This design comes from an exercise in tuning for small area on the open sky130 flow, not from production work.
Only simulation tests tie the RTL to the original design; equivalence was not proved.
Power is estimated from default activity; no workload was simulated.

## branch_unit_top
module branch_unit_top #(
  parameter logic [31:0] RESET_VECTOR = 32'hbfc0_0000
) (
  input  logic        clk,
  input  logic        rst,
  input  logic [31:0] inst,
  input  logic        wr_en,
  input  logic [4:0]  wr_addr,
  input  logic [31:0] wr_data,
  output logic [31:0] pc,
  output logic        branch_flag,
  output logic [31:0] branch_addr
);
  logic        is_jump, is_jreg, is_eq, is_ne, is_lez, is_gtz, is_ltz, is_gez;
  logic        link_en;
  logic [4:0]  link_addr;
  logic [31:0] link_data;
  logic [31:0] pc4;
  logic [31:0] rs_enc;
  logic [31:0] rt_enc;
  logic        phase;
  branch_decoder decoder0 (
    .inst      (inst),
    .is_jump   (is_jump),
    .is_jreg   (is_jreg),
    .is_eq     (is_eq),
    .is_ne     (is_ne),
    .is_lez    (is_lez),
    .is_gtz    (is_gtz),
    .is_ltz    (is_ltz),
    .is_gez    (is_gez),
    .link_en   (link_en),
    .link_addr (link_addr)
  );
  reg_file regs0 (
    .clk       (clk),
    .rst       (rst),
    .rs_addr   (inst[25:21]),
    .rt_addr   (inst[20:16]),
    .rs_enc    (rs_enc),
    .rt_enc    (rt_enc),
    .phase     (phase),
    .wr_en     (wr_en),
    .wr_addr   (wr_addr),
    .wr_data   (wr_data),
    .link_en   (link_en),
    .link_addr (link_addr),
    .link_data (link_data)
  );
  branch_gen gen0 (
    .pc          (pc),
    .pc4         (pc4),
    .inst        (inst),
    .is_jump     (is_jump),
    .is_jreg     (is_jreg),
    .is_eq       (is_eq),
    .is_ne       (is_ne),
    .is_lez      (is_lez),
    .is_gtz      (is_gtz),
    .is_ltz      (is_ltz),
    .is_gez      (is_gez),
    .rs_enc      (rs_enc),
    .rt_enc      (rt_enc),
    .phase       (phase),
    .branch_flag (branch_flag),
    .branch_addr (branch_addr)
  );
  pc_reg #(
    .RESET_VECTOR (RESET_VECTOR)
  ) pc0 (
    .clk         (clk),
    .rst         (rst),
    .branch_flag (branch_flag),
    .branch_addr (branch_addr),
    .pc          (pc),
    .pc4         (pc4),
    .link_data   (link_data)
  );
endmodule
Settings: LEC_CHECK=0, CAP_MARGIN=0, CORE_MARGIN=2, CORE_UTILIZATION=34, CTS_BUF_LIST=sky130_fd_sc_hd__clkbuf_8 sky130_fd_sc_hd__clkbuf_16, CTS_CLUSTER_DIAMETER=100, CTS_CLUSTER_SIZE=30, PLACE_DENSITY=0.5, SETUP_SLACK_MARGIN=0.1, SLEW_MARGIN=0, SYNTH_HIERARCHICAL=1; clock period 9.0 ns.
standard.sh (not shown) runs the stock make flow with config.mk's settings and CLKGATE_MAP_FILE= SYNTH_SCRIPT=/design/flow/synth_recipe.tcl, a recipe that flattens the netlist after the stock synthesis.
==> flow/flow/run.sh <==
#!/bin/bash
set -euo pipefail
export BUFFER_PORTS_ARGS="-buffer_cell sky130_fd_sc_hd__buf_2"
export CTS_ARGS="-sink_clustering_enable -repair_clock_nets -sink_clustering_size 30 -sink_clustering_max_diameter 100 -buf_list {sky130_fd_sc_hd__clkbuf_8 sky130_fd_sc_hd__clkbuf_16} -dont_use_dummy_load"
export FASTROUTE_TCL="$PWD/flow/fastroute.tcl"
export RECOVER_POWER=100
bash standard.sh finish > flow_make.log 2>&1
==> flow/flow/fastroute.tcl <==
# Global routing layers as the platform's fastroute.tcl sets them, but with
# less of met1 offered to the global router, so that the detailed router has
# room on met1 for pin access.
set_global_routing_layer_adjustment met1 0.65
set_global_routing_layer_adjustment met2-$::env(MAX_ROUTING_LAYER) 0.25

set_routing_layers -clock $::env(MIN_CLK_ROUTING_LAYER)-$::env(MAX_ROUTING_LAYER)
set_routing_layers -signal $::env(MIN_ROUTING_LAYER)-$::env(MAX_ROUTING_LAYER)
The first run ran to the end with violations: max-capacitance violations, max-slew violations.
Next try:
==> flow/flow/run.sh (replaced) <==
#!/bin/bash
set -euo pipefail
export BUFFER_PORTS_ARGS="-buffer_cell sky130_fd_sc_hd__buf_2"
export FASTROUTE_TCL="$PWD/flow/fastroute.tcl"
bash standard.sh finish > flow_make.log 2>&1
- CAP_MARGIN: 0 -> 20
- CTS_BUF_LIST: sky130_fd_sc_hd__clkbuf_8 sky130_fd_sc_hd__clkbuf_16 -> default
- CTS_CLUSTER_DIAMETER: 100 -> default
- CTS_CLUSTER_SIZE: 30 -> default
- SETUP_SLACK_MARGIN: 0.1 -> 0.3
- SLEW_MARGIN: 0 -> 20
The new run completed with no timing, DRC or antenna violations.
Critical path depth goes up by 1.
Wire length goes up by 0.71%.
Synthesized area is unchanged.
Power goes up by 28%.
Clock skew goes down by 0.011 ns.
Clock-buffer cell count goes up by 101.
Non-clock buffer count goes up by 24.
Global-route usage goes up by 0.56 points.
Next try:
--- a/flow/flow/run.sh
+++ b/flow/flow/run.sh
@@ -3,2 +3,3 @@
 export BUFFER_PORTS_ARGS="-buffer_cell sky130_fd_sc_hd__buf_2"
+export CTS_ARGS="-sink_clustering_enable -repair_clock_nets -sink_clustering_size 30 -sink_clustering_max_diameter 100 -buf_list {sky130_fd_sc_hd__clkbuf_8 sky130_fd_sc_hd__clkbuf_16} -dont_use_dummy_load"
 export FASTROUTE_TCL="$PWD/flow/fastroute.tcl"
- CAP_MARGIN: 20 -> 10
- CTS_BUF_LIST: default -> sky130_fd_sc_hd__clkbuf_8 sky130_fd_sc_hd__clkbuf_16
- CTS_CLUSTER_DIAMETER: default -> 100
- CTS_CLUSTER_SIZE: default -> 30
- SETUP_SLACK_MARGIN: 0.3 -> 0.1
- SLEW_MARGIN: 20 -> 10
Outcome: The new run finished clean. Synthesized area stays the same. Core utilization fell by 2.4 points. Sequential power stays flat. Wire length fell by 0.52%. Combinational power stays flat. Critical path depth fell by 1.

==> re-timing with driven ports <==
No port has a modelled driver above. Below, the same layouts with a new extraction and two added sets of constraints.
Step 1 (the two cells are an assumption about what drives the block):
set clk [get_ports {clk}]
set_driving_cell -lib_cell sky130_fd_sc_hd__clkbuf_16 $clk
set_driving_cell -lib_cell sky130_fd_sc_hd__buf_2 [delete_from_list [all_inputs] $clk]
Step 2, shift: input delay + t, output delay - t, t = (earliest + latest rising clock arrival at the registers) / 2. This alone moves slack from input paths to output paths.
Three values: no drivers, after step 1, after step 2; two values: the first two.
| run | t (ns) | setup WS [ns] | worst hold slack (ns) | worst setup path after step 2 | slew at the worst register clock pin (ns) |
|---|---|---|---|---|---|
| the first run | 0.786 | 0.192 / 0.171 / 0.171 | 0.500 / 0.500 / 0.500 | input to output | 0.12 / 0.12 |
| the second run | 0.867 | 0.211 / 0.189 / -0.472 | 0.494 / 0.494 / 0.494 | input to register | 0.07 / 0.07 |
| the third run | 0.773 | 0.171 / 0.147 / 0.147 | 0.502 / 0.502 / 0.502 | input to output | 0.12 / 0.12 |
Met with ideal ports but missed after step 2: setup timing in the second run. The setup slack of the second run, which loses most, moves by -0.022 ns with the drivers and by -0.683 ns with both steps.
